What follows belongs to an exercise in optimizing a design on an open flow for small area, a short achievable clock period and few clock cycles per item; a production flow would make more cautious choices.
In this exercise RTL edits were held to simulation tests only and were not proved equivalent to the original.
Power figures rest on the tool's default switching activity, not on a simulated workload.

[design.v]
`default_nettype none
package move_eval_pkg;
    typedef enum logic [2:0] {
        dir_n,
        dir_ne,
        dir_e,
        dir_se,
        dir_s,
        dir_sw,
        dir_w,
        dir_nw
    } dir_t;
    typedef enum logic {
        blue = 1'b0,
        red  = 1'b1
    } color_t;
    typedef enum logic [1:0] {
        st_idle,
        st_perm_check,
        st_new_location,
        st_make_decision
    } ctrl_state_t;
    localparam int num_dirs   = 8;
    localparam int win_size   = 25;
    localparam int win_centre = 12;
    localparam int score_w    = 8;
endpackage
`default_nettype wire
`timescale 1ns/100ps
`default_nettype none
module move_eval_top #(
    parameter int coord_w = 8
) (
    input  wire logic                  clk,
    input  wire logic                  rst,
    input  wire logic                  start,
    input  wire logic [2:0]            direction,
    input  wire logic                  color,
    input  wire logic [coord_w-1:0]    current_x,
    input  wire logic [coord_w-1:0]    current_y,
    input  wire logic [coord_w-1:0]    width,
    input  wire logic [coord_w-1:0]    length,
    input  wire logic [24:0]           status,
    input  wire logic [7:0]            centre_lines,
    input  wire logic [7:0]            target_lines,
    input  wire logic [63:0]           neighbor_lines,
    output logic                       idle,
    output logic                       no_perm,
    output logic                       no_perm_valid,
    output logic                       finish,
    output logic                       my_move,
    output logic [7:0]                 bestval
);
    function automatic logic maj(input logic a, input logic b, input logic c);
        maj = (a & b) | (a & c) | (b & c);
    endfunction
    function automatic logic [3:0] pop8(input logic [7:0] b, input logic e1, input logic e2);
        logic s1, c1, s2, c2, s3, c3, c4, s5, c5, c6;
        logic [3:0] r;
        s1   = b[0] ^ b[1] ^ b[2];
        c1   = maj(b[0], b[1], b[2]);
        s2   = b[3] ^ b[4] ^ b[5];
        c2   = maj(b[3], b[4], b[5]);
        s3   = b[6] ^ b[7] ^ e1;
        c3   = maj(b[6], b[7], e1);
        r[0] = s1 ^ s2 ^ s3;
        c4   = maj(s1, s2, s3);
        s5   = c1 ^ c2 ^ c3;
        c5   = maj(c1, c2, c3);
        r[1] = s5 ^ c4 ^ e2;
        c6   = maj(s5, c4, e2);
        r[2] = c5 ^ c6;
        r[3] = c5 & c6;
        pop8 = r;
    endfunction
    function automatic logic [8:0] sub8(input logic [7:0] a, input logic [7:0] b);
        logic       c;
        logic [8:0] r;
        c = 1'b1;
        for (int i = 0; i < 8; i++)
        begin
            r[i] = a[i] ^ !b[i] ^ c;
            c    = maj(a[i], !b[i], c);
        end
        r[8] = !c;
        sub8 = r;
    endfunction
    function automatic logic ge4(input logic [3:0] a, input logic [3:0] b);
        logic c;
        c = 1'b1;
        for (int i = 0; i < 4; i++)
            c = maj(a[i], !b[i], c);
        ge4 = c;
    endfunction
    localparam logic [7:0] dx_p = 8'b0000_1110;    
    localparam logic [7:0] dx_m = 8'b1110_0000;    
    localparam logic [7:0] dy_p = 8'b1000_0011;    
    localparam logic [7:0] dy_m = 8'b0011_1000;    
    logic dxd_p, dxd_m, dyd_p, dyd_m;
    assign dxd_p = dx_p[direction];
    assign dxd_m = dx_m[direction];
    assign dyd_p = dy_p[direction];
    assign dyd_m = dy_m[direction];
    logic [8:0] dfx, dfy;           
    logic [4:0] xok, yok;
    assign dfx = sub8(width, current_x);
    assign dfy = sub8(length, current_y);
    function automatic logic [4:0] field_ok(input logic [7:0] pos, input logic [8:0] df);
        logic [4:0] ok;
        ok[0] = (|pos[7:1]) & (!df[8] | (&df[8:1]));
        ok[1] = (|pos)      & (!df[8] | (&df));
        ok[2] = !df[8];
        ok[3] = !df[8] & (|df[7:0]);
        ok[4] = !df[8] & (|df[7:1]);
        field_ok = ok;
    endfunction
    assign xok = field_ok(current_x, dfx);
    assign yok = field_ok(current_y, dfy);
    logic [4:0][4:0] pt;            
    logic [4:0][2:0] colsel;        
    logic [2:0][2:0] win;           
    for (genvar oy = -2; oy <= 2; oy++)
    begin : g_row
        for (genvar ox = -2; ox <= 2; ox++)
        begin : g_col
            if (ox == 0 && oy == 0) begin : g_ball
                assign pt[oy + 2][ox + 2] = 1'b0;
            end else begin : g_pt
                assign pt[oy + 2][ox + 2] = status[12 + ox - 5 * oy] & xok[ox + 2] & yok[oy + 2];
            end
        end
        for (genvar rx = 0; rx < 3; rx++)
        begin : g_cs
            assign colsel[oy + 2][rx] = dxd_p ? pt[oy + 2][rx + 2] :
                                        dxd_m ? pt[oy + 2][rx]     : pt[oy + 2][rx + 1];
        end
    end
    for (genvar ry = 0; ry < 3; ry++)
    begin : g_wr
        for (genvar rx = 0; rx < 3; rx++)
        begin : g_wc
            assign win[ry][rx] = dyd_p ? colsel[ry + 2][rx] :
                                 dyd_m ? colsel[ry][rx]     : colsel[ry + 1][rx];
        end
    end
    logic legal;
    logic bx0, bxw, by0, byl, mm;
    assign legal = win[1][1] & !centre_lines[direction];
    assign bx0 = dxd_m ? (current_x == 8'd1) : (!dxd_p & (current_x == 8'd0));
    assign by0 = dyd_m ? (current_y == 8'd1) : (!dyd_p & (current_y == 8'd0));
    assign bxw = dxd_p ? (dfx == 9'h001) : dxd_m ? (dfx == 9'h1ff) : (dfx == 9'h000);
    assign byl = dyd_p ? (dfy == 9'h001) : dyd_m ? (dfy == 9'h1ff) : (dfy == 9'h000);
    assign mm = (|target_lines) | bx0 | bxw | by0 | byl;
    logic [7:0] y0, ybase;
    logic       yup, ydn;
    assign ybase = color ? current_y : dfy[7:0];
    assign yup   = color ? dyd_p : dyd_m;
    assign ydn   = color ? dyd_m : dyd_p;
    always_comb
    begin
        logic c;
        c = yup | ydn;
        for (int i = 0; i < 8; i++)
        begin
            y0[i] = ybase[i] ^ c;
            c     = c & (ybase[i] ^ ydn);
        end
    end
    logic       wrap_on;
    logic [3:0] wrap_t;
    assign wrap_on = (&y0[7:4]) & (y0[3] | (&y0[2:0]));
    assign wrap_t  = ~y0[3:0] + 4'd2;
    logic [7:0]      allowed;
    logic [7:0]      nwrap;
    logic [7:0][3:0] u;
    for (genvar n = 0; n < 8; n++)
    begin : g_reply
        localparam int dxn = dx_p[n] ? 1 : dx_m[n] ? -1 : 0;
        localparam int dyn = dy_p[n] ? 1 : dy_m[n] ? -1 : 0;
        assign allowed[n] = win[dyn + 1][dxn + 1] & !target_lines[n];
        if (dyn == 0) begin : g_flat
            assign u[n] = pop8(neighbor_lines[8 * n +: 8], 1'b1, 1'b0);
        end else if (dyn > 0) begin : g_up
            assign u[n] = pop8(neighbor_lines[8 * n +: 8], 1'b0, color);
        end else begin : g_down
            assign u[n] = pop8(neighbor_lines[8 * n +: 8], 1'b0, !color);
        end
        assign nwrap[n] = !(wrap_on & ge4(u[n], wrap_t));
    end
    logic       any_a, any_nw;
    logic [3:0] kbest;
    always_comb
    begin
        logic [7:0] cand, m;
        cand   = allowed;
        any_a  = |cand;
        m      = cand & nwrap;
        any_nw = |m;
        cand   = any_nw ? m : cand;
        for (int b = 3; b >= 0; b--)
        begin
            for (int n = 0; n < 8; n++)
                m[n] = cand[n] & u[n][b];
            kbest[b] = |m;
            cand     = kbest[b] ? m : cand;
        end
    end
    logic [3:0] pop_t;
    logic       sel;
    logic [7:0] s2;
    logic [3:0] kq;
    assign pop_t = pop8(target_lines, 1'b0, 1'b0);
    assign sel   = mm & any_a;
    assign s2    = y0 + 8'(pop_t) + (sel ? y0 - 8'd1 : 8'd0);
    assign kq    = mm ? kbest : 4'd0;
    logic       busy_q;
    logic       fin_q;
    logic       mm_q;
    logic [7:0] s2_q;
    logic [3:0] kq_q;
    logic       accept;
    assign accept = start & !busy_q & !rst;
    always_ff @(posedge clk)
    begin
        busy_q <= accept;
        fin_q  <= accept & legal;
        mm_q   <= mm;
        s2_q   <= s2;
        kq_q   <= kq;
    end
    assign idle          = !busy_q;
    assign no_perm_valid = busy_q;
    assign no_perm       = !fin_q;
    assign finish        = fin_q;
    assign my_move       = mm_q;
    assign bestval       = fin_q ? s2_q + 8'(kq_q) : 8'h00;
endmodule
`default_nettype wire
[run.sh]
#!/bin/bash
# synth_recipe.tcl (not shown) runs the flow's synth.tcl, then flattens the netlist and writes it again
# the make line also repeats each setting of config.mk as NAME=value (left out here)
make -C /OpenROAD-flow-scripts/flow DESIGN_CONFIG=/design/flow/config.mk WORK_HOME=/design/flow/orfs CLKGATE_MAP_FILE= SYNTH_SCRIPT=/design/flow/synth_recipe.tcl finish
[config.mk]
export PLATFORM = sky130hd
export DESIGN_NAME = move_eval_top
export DESIGN_NICKNAME = move_eval_top
export VERILOG_FILES = /design/flow/design.v
export SDC_FILE = /design/flow/constraint.sdc
export NUM_CORES = 4
export LEC_CHECK = 0
export CAP_MARGIN = 20
export CORE_MARGIN = 2
export CORE_UTILIZATION = 40
export SLEW_MARGIN = 20
[constraint.sdc]
create_clock -name core_clock -period 32.0 [get_ports {clk}]
set_input_delay 6.4000 -clock core_clock [delete_from_list [all_inputs] [get_ports {clk}]]
set_output_delay 6.4000 -clock core_clock [all_outputs]
set_load 0.01 [all_outputs]
==> flow_metrics.env, run 1 <==
export IMPL_drv_slew=0
export IMPL_cp_start_kind="input port"
export IMPL_track_usage_pct=26.5
export IMPL_max_clock_freq_mhz=65.4
export IMPL_powerDensity_nw_per_um2=42.2
export IMPL_final_net_count=1132
export IMPL_yosys_warnings=1
export IMPL_syn_inst=740
export IMPL_synth_seq_cells=15
export IMPL_syn_avg_cell_area_um2=8.05
export IMPL_dp_hpwl_um=18500
export IMPL_reg2reg_depth=3
export IMPL_p_leak_uw=0.00326
export IMPL_rsz0062_at_grt="no"
export IMPL_irDropWorstVdd_uv=24.7
export IMPL_clk_pin_slew_ns=0.04
export IMPL_critPathCaptureType="register"
export IMPL_num_antenna_cells=0
export IMPL_routed_wl_um=21400
export IMPL_relSlewSlack_pct=26.4
export IMPL_antenna_found_initial=0
export IMPL_numCtsBuffers=3
export IMPL_synth_area_um2=5960
export IMPL_die_h_um=126
export IMPL_totalNegativeSetupSlack_ns=0
export IMPL_drive_gt1_share_pct=4.64
export IMPL_cts_sinks=15
export IMPL_clk_latency_ns=0.24
export IMPL_first_global_vias=6435
export IMPL_dieArea_um2=15900
export IMPL_area_delta_synth_final_pct=29.8
export IMPL_yosysTopAreaCell="fa_1"
export IMPL_die_width_um=126
export IMPL_syn_nets=988
export IMPL_required_ns=32.12
export IMPL_cts_tree="built"
export IMPL_htreeDepth=1
export IMPL_cts_root_buf="clkbuf_16"
export IMPL_vias=6453
export IMPL_grt_overflow=0
export IMPL_hp_class="register to register"
export IMPL_ctsHoldBuffers=0
export IMPL_port_buffers=155
export IMPL_drt_iter0_markers=497
export IMPL_globalplace_congestion=0.965
export IMPL_worst_pin_slew_ns=1.10
export IMPL_drt_antenna_violating_nets=0
export IMPL_period_needed_ns=15.29
export IMPL_viasPerCell=6.05
export IMPL_cts_max_path_buffers=2
export IMPL_row_count=44
export IMPL_grt_pass1_wl_um=34000
export IMPL_critPathMaxFanout=12
export IMPL_ctsResizeCount=0
export IMPL_synth_async_reset_ratio_pct=0
export IMPL_core_um2=14500
export IMPL_post_route_drc_count=0
export IMPL_critical_path_class="input port to register"
export IMPL_synth_most_common_cell="inv_1"
export IMPL_hold_viol=0
export IMPL_synthTopCellsByCount="inv_1 (99), fa_1 (62), nor2_1 (49)"
export IMPL_synth_seq_area_share_pct=5.04
export IMPL_fill_cells=1365
export IMPL_cap_violations=0
export IMPL_post_cts_buffers=0
export IMPL_synthTopCellsByArea="fa_1 (21%), ha_1 (8.8%), inv_1 (6.2%)"
export IMPL_num_io_pins=157
export IMPL_status="no timing/DRC/antenna violations"
export IMPL_wl_per_cell_um=20.1
export IMPL_grt_max_degree=30
export IMPL_ys_flop_type="dfxtp_1"
export IMPL_cp_arrival_ns=15.41
export IMPL_initial_core_util_pct=41.0
export IMPL_min_path_cells=1
export IMPL_whs_ns=0.473
export IMPL_yosysUniqueCellTypes=89
export IMPL_period_share_pct=47.8
export IMPL_synth_edf_count=0
export IMPL_drt_pre_antenna_iters=6
export IMPL_synth_top_cell_area_share_pct=20.8
export IMPL_fin_skew_ns=0.0000500
export IMPL_setup_viol=0
==> state kept, by name, summed over array words and instances (netlist names) <==
register / count
s2_q: 8
fin_q: 1
kq_q: 4
mm_q: 1
busy_q: 1
==> where the power goes <==
group | switching, uW | internal, uW
Combinational | 154 | 116
Sequential | 4.33 | 28.0
Clock | 6.80 | 16.8
==> layout make-up <==
class | count | area (um^2) | share of cell area, %
clock buffer | 4 | 78.8 | 1.02
timing repair buffer | 158 | 1570 | 20.3
tap | 184 | 230 | 2.98
inverter | 99 | 372 | 4.80
sequential | 15 | 300 | 3.88
multi-input combinational | 607 | 5180 | 67.0
==> cells by family after synthesis <==
logic type / count (synthesis) / synth area share (%)
buffers and inverters: 118 / 8.00
adder cells (fa/ha/maj): 111 / 30.8
multiplexers: 18 / 3.42
flip-flops: 15 / 5.04
XOR/XNOR: 22 / 3.78
AND/OR/NAND/NOR: 255 / 22.9
AO/OA/AOI/OAI: 201 / 26.0
==> cell usage in the layout (no fill, tap or decap), drive strengths merged, types with 5 or more instances in the layout <==
cell | synthesis | layout
a31oi | 10 | 10
a211oi | 11 | 11
and3 | 16 | 16
a221oi | 5 | 5
nand2b | 9 | 9
nor2 | 49 | 49
o221ai | 6 | 6
a21oi | 30 | 30
mux2i | 15 | 15
o2111ai | 7 | 7
xor2 | 9 | 9
or4 | 9 | 9
maj3 | 7 | 7
nor3 | 23 | 23
a21o | 7 | 7
ha | 42 | 42
and4 | 6 | 6
clkdlybuf4s50 | 0 | 155
fa | 62 | 62
nor2b | 9 | 9
o211ai | 10 | 10
inv | 99 | 99
dfxtp | 15 | 15
a21boi | 10 | 10
o21bai | 5 | 5
o21a | 9 | 9
o211a | 10 | 10
o21ai | 35 | 35
nand3 | 33 | 33
xnor2 | 12 | 12
nor4 | 8 | 8
nand4 | 11 | 11
nand2 | 46 | 46
and2 | 16 | 16
==> worst max-delay path, cell delays in order <==
cell and delay, ns:
clkdlybuf4s50_1 0.50, ha_1 0.16, inv_1 0.05, fa_1 0.40, fa_1 0.40, fa_1 0.40
fa_1 0.39, fa_1 0.39, fa_1 0.37, inv_1 0.07, fa_1 0.42, nor4b_1 0.16
buf_4 0.16, a31oi_1 0.68, nand2_1 0.19, o311ai_0 0.44, a221oi_1 0.21, a211oi_1 0.85
a21boi_0 0.40, a2111oi_4 0.15, and3_1 0.32, nor2_1 0.78, o32ai_1 0.22, nand4_1 0.17
a41oi_1 0.05, or4_1 0.53, o2bb2ai_1 0.14
==> per-stage QoR <==
stage | setup WS (ns) | area [um^2] | util [%] | total power (uW) | instances
floorplan | 18.35 | 5960 | - | 217 | 740
global placement | 16.75 | 7660 | 52.7 | 291 | 1063
detailed placement | 16.65 | 7660 | 52.7 | 298 | 1063
CTS | 16.92 | 7740 | 53.2 | 324 | 1067
global route | 16.41 | 7740 | 53.2 | 357 | 1067
finish | 16.71 | 7740 | 53.2 | 327 | 1067
==> routing by layer <==
metal	routed length (um)	part of all wire (%)	GRT usage, %
met1	10000	47	39.4
met2	9580	45	41.9
met3	1620	7.6	3.36
met4	204	0.95	4.01
met5	0	0	0
==> worst paths after layout <==
path	slack [ns]	from	endpoint
max	16.71	current_x[0]	kq_q[0]
min	0.47	busy_q	busy_q
max reg2reg	30.94	busy_q	fin_q
min reg2reg	0.47	busy_q	busy_q
Testbench counts, summed over its fixed seeds: cycles 6,400, moves 3,200.
==> run 2, diff against run 1 <==
==> flow/run.sh (new file) <==
#!/bin/bash
set -euo pipefail
bash standard.sh ADDER_MAP_FILE= "BUFFER_PORTS_ARGS=-buffer_cell sky130_fd_sc_hd__buf_1" finish > standard_flow.log 2>&1
==> standard.sh (new file) <==
#!/bin/bash
# synth_recipe.tcl (not shown) runs the flow's synth.tcl, then flattens the netlist and writes it again
# the make line also repeats each setting of config.mk as NAME=value (left out here)
make -C /OpenROAD-flow-scripts/flow DESIGN_CONFIG=/design/flow/config.mk WORK_HOME=/design/flow/orfs CLKGATE_MAP_FILE= SYNTH_SCRIPT=/design/flow/synth_recipe.tcl "${@:-finish}"
--- a/config.mk
+++ b/config.mk
@@ -5,6 +5,7 @@
 export SDC_FILE = /design/flow/constraint.sdc
 export NUM_CORES = 4
 export LEC_CHECK = 0
+export ABC_AREA = 1
 export CAP_MARGIN = 20
 export CORE_MARGIN = 2
 export CORE_UTILIZATION = 40
removed: run.sh
==> run 2 against run 1 <==
  * Still clean on timing, DRC and antenna
  * Clock power is 3% lower
  * Design area is 12% lower
  * Register-to-register slack worse by 0.12 ns
  * Maximum frequency is 30% higher
  * Critical endpoint unchanged
==> flow_metrics.env, run 2 <==
export IMPL_layout_common_cells="nand2_1 (492), buf_1 (155), inv_1 (153)"
export IMPL_synth_top_cell_area_share_pct=31.1
export IMPL_yosysTopAreaCell="nand2_1"
export IMPL_synth_seq_area_share_pct=5.05
export IMPL_p_int_uw=112
export IMPL_cts_tree="built"
export IMPL_initial_core_util_pct=40.9
export IMPL_grt_pass1_wl_um=28500
export IMPL_max_clock_freq_mhz=85.2
export IMPL_synth_most_common_cell="nand2_1"
export IMPL_period_needed_ns=11.73
export IMPL_setup_viol=0
export IMPL_viasPerCell=4.89
export IMPL_globalRouteMet3Util_pct=1.02
export IMPL_max_flop_register="s2_q"
export IMPL_wl_per_cell_um=11.0
export IMPL_track_usage_pct=20.8
export IMPL_synth_async_reset_ratio_pct=0
export IMPL_drt_antenna_violating_nets=0
export IMPL_cts_root_buf="clkbuf_16"
export IMPL_cp_start_kind="input port"
export IMPL_syn_nets=1358
export IMPL_whs_ns=0.461
export IMPL_core_um2=14500
export IMPL_synth_xor_area_share_pct=10.3
export IMPL_synth_area_um2=5940
export IMPL_htreeDepth=1
export IMPL_crit_path_frequent_cell="nand2_1"
export IMPL_largest_registers="s2_q: 8 flops, kq_q: 4 flops"
export IMPL_row_count=44
export IMPL_post_cts_buffers=0
export IMPL_required_ns=32.08
export IMPL_ctsHoldBuffers=0
export IMPL_cap_violations=0
export IMPL_final_net_count=1509
export IMPL_synth_seq_cells=15
export IMPL_synthTopCellsByCount="nand2_1 (492), inv_1 (153), nor2_1 (114)"
export IMPL_status="no timing/DRC/antenna violations"
export IMPL_syn_avg_cell_area_um2=4.89
export IMPL_totalNegativeSetupSlack_ns=0
export IMPL_first_global_vias=6447
export IMPL_rsz0062_at_grt="no"
export IMPL_ctsResizeCount=0
export IMPL_irDropWorstVdd_uv=20.5
export IMPL_drive_gt1_share_pct=6.23
export IMPL_synthAdderAreaFrac_pct=0.358
export IMPL_dp_hpwl_um=14700
export IMPL_grt_max_degree=22
export IMPL_die_h_um=126
export IMPL_fill_cells=1697
export IMPL_yosys_area_share_simple_pct=59.7
export IMPL_yosys_warnings=1
export IMPL_fin_skew_ns=0.00000827
export IMPL_syn_inst=1214
export IMPL_drv_slew=0
export IMPL_routed_wl_um=17000
export IMPL_cts_max_path_buffers=2
export IMPL_port_buffers=155
export IMPL_combPwrFrac_pct=79.0
export IMPL_num_io_pins=157
export IMPL_hp_class="register to register"
export IMPL_synth_edf_count=0
export IMPL_die_width_um=126
export IMPL_area_delta_synth_final_pct=14.1
export IMPL_p_leak_uw=0.00376
export IMPL_met1_usage_pct=30.4
export IMPL_post_route_drc_count=0
export IMPL_period_share_pct=36.7
export IMPL_critPathMaxFanout=21
export IMPL_synth_compound_area_share_pct=12.7
export IMPL_power_frac_seq_pct=12.0
export IMPL_clk_pin_slew_ns=0.04
export IMPL_use_met2_pct=35.1
export IMPL_numCtsBuffers=3
export IMPL_powerDensity_nw_per_um2=37.5
export IMPL_hold_viol=0
export IMPL_register_area_um2=300
export IMPL_globalplace_congestion=0.932
export IMPL_ys_flop_type="dfxtp_1"
export IMPL_cp_arrival_ns=11.81
export IMPL_synthMuxAreaShare_pct=0
export IMPL_clk_latency_ns=0.24
export IMPL_p_sw_uw=142
export IMPL_synthTopCellsByArea="nand2_1 (31%), inv_1 (9.7%), nand3_1 (8.4%)"
export IMPL_dieArea_um2=15800
export IMPL_vias=7562
export IMPL_final_common_cell="nand2_1"
export IMPL_largest_reg_flops=8
export IMPL_clkPwrFrac_pct=9.1
export IMPL_cts_sinks=15
export IMPL_relSlewSlack_pct=32.6
export IMPL_drt_iter0_markers=435
export IMPL_top_usage_layer="met2"
export IMPL_worst_pin_slew_ns=1.01
export IMPL_antenna_found_initial=0
export IMPL_critPathCaptureType="register"
export IMPL_critical_path_class="input port to register"
export IMPL_num_antenna_cells=0
export IMPL_p_sw_share_pct=55.8
export IMPL_grt_overflow=0
export IMPL_multiInputGateArea_um2=4940
export IMPL_drt_pre_antenna_iters=5
export IMPL_slowest_delay_ns=0.56
export IMPL_synth_top_family_by_area="simple AND/OR/NAND/NOR gates"
export IMPL_slowest_stage="inv_1"
export IMPL_yosysUniqueCellTypes=46
-- run 2: changes by cell type in the layout (fill, tap and decap cells not counted), sizes merged, moves of 25 or more --
cell / change
clkdlybuf4s50: -155
nand3: +69
fa: -62
nand2: +461
inv: +66
nor2: +79
or2: +27
ha: -42
xor2: +40
o21ai: +37
buf: +155
nand4: +25
-- run 2: power by group through the flow --
| stage | logic, uW | clock network [uW] | registers, uW |
|---|---|---|---|
| 6_report | 201 | 23.0 | 30.4 |
| 5_1_grt | 230 | 24.3 | 31.3 |
| 4_1_cts | 200 | 23.6 | 30.4 |
| 3_5_place_dp | 199 | 0 | 30.8 |
| 3_3_place_gp | 196 | 0 | 30.5 |
| 2_1_floorplan | 158 | 0 | 30.0 |
-- run 2: logic make-up (layout without fill, tap and decap cells) --
family                   after synthesis  in the layout
XOR/XNOR                              68             68
buffers and inverters                177            327
AO/OA/AOI/OAI                        132            132
flip-flops                            15             15
adder cells (fa/ha/maj)                2              2
AND/OR/NAND/NOR                      820            820
-- run 2: area by class of cell --
class                   count  area share (%)
flip-flops and latches     15            4.43
well taps                 184            3.40
inverters                 165            9.25
clock buffers               4            1.16
repair buffers            158            8.92
multi-input cells        1022            72.8
-- run 2: worst max-delay path, delay by kind of cell --
kind,cells,cell delay [ns]
buffers and inverters,5,1.13
AND/OR/NAND/NOR,30,3.24
AO/OA/AOI/OAI,3,0.63
XOR/XNOR,1,0.38
-- run 2: path summary, 6_finish.rpt --
kind | slack, ns | end | cells past startpoint | from
hold / removal | 0.46 | busy_q | 1 | busy_q
setup / recovery | 20.27 | kq_q[0] | 39 | color
hold reg to reg | 0.46 | busy_q | 1 | busy_q
setup reg to reg | 30.82 | fin_q | 3 | busy_q
-- run 2: per-stage QoR --
stage	area [um^2]	worst slack [ns]	util [%]	total power, uW	cells
2_1_floorplan	5940	21.93	-	188	1214
3_3_place_gp	6700	20.13	46.1	227	1544
3_5_place_dp	6700	20.11	46.1	230	1544
4_1_cts	6780	20.35	46.6	254	1548
5_1_grt	6780	19.66	46.6	285	1548
6_report	6780	20.27	46.6	254	1548
-- run 2: routing by layer --
metal / share of wire (%) / wire length [um] / vias up
li1: - / - / 4145
met1: 50 / 8540 / 3219
met2: 44 / 7500 / 190
met3: 5.2 / 875 / 8
met4: 0.34 / 58 / 0
met5: 0 / 0 / -

==> port drivers added, routing unchanged <==
How much do the figures lean on ideal ports? The routed layouts below were timed once more, with nothing changed but the port constraints. Step 1 (the two cells are an assumption about what drives the block):
set clk [get_ports {clk}]
set_driving_cell -lib_cell sky130_fd_sc_hd__clkbuf_16 $clk
set_driving_cell -lib_cell sky130_fd_sc_hd__buf_2 [delete_from_list [all_inputs] $clk]
Step 2 also shifts input and output timing later by t, the mid clock arrival at the registers, as if the neighbouring blocks saw the same clock. a / b / c = ideal / step 1 / step 2; a / b = the first two.
run | t (ns) | slack for setup (ns) | hold slack, ns | worst setup path after step 2 | pins driven straight from the clock port
run 1 | 0.269 | 16.709 / 16.714 / 16.445 | 0.473 / 0.473 / 0.473 | input to register | 1
run 2 | 0.264 | 20.269 / 20.261 / 19.998 | 0.461 / 0.461 / 0.461 | input to register | 1
After both steps setup and hold are still met in every run listed. The setup slack of run 2, which loses most, moves by -0.008 ns with the drivers and by -0.271 ns with both steps.
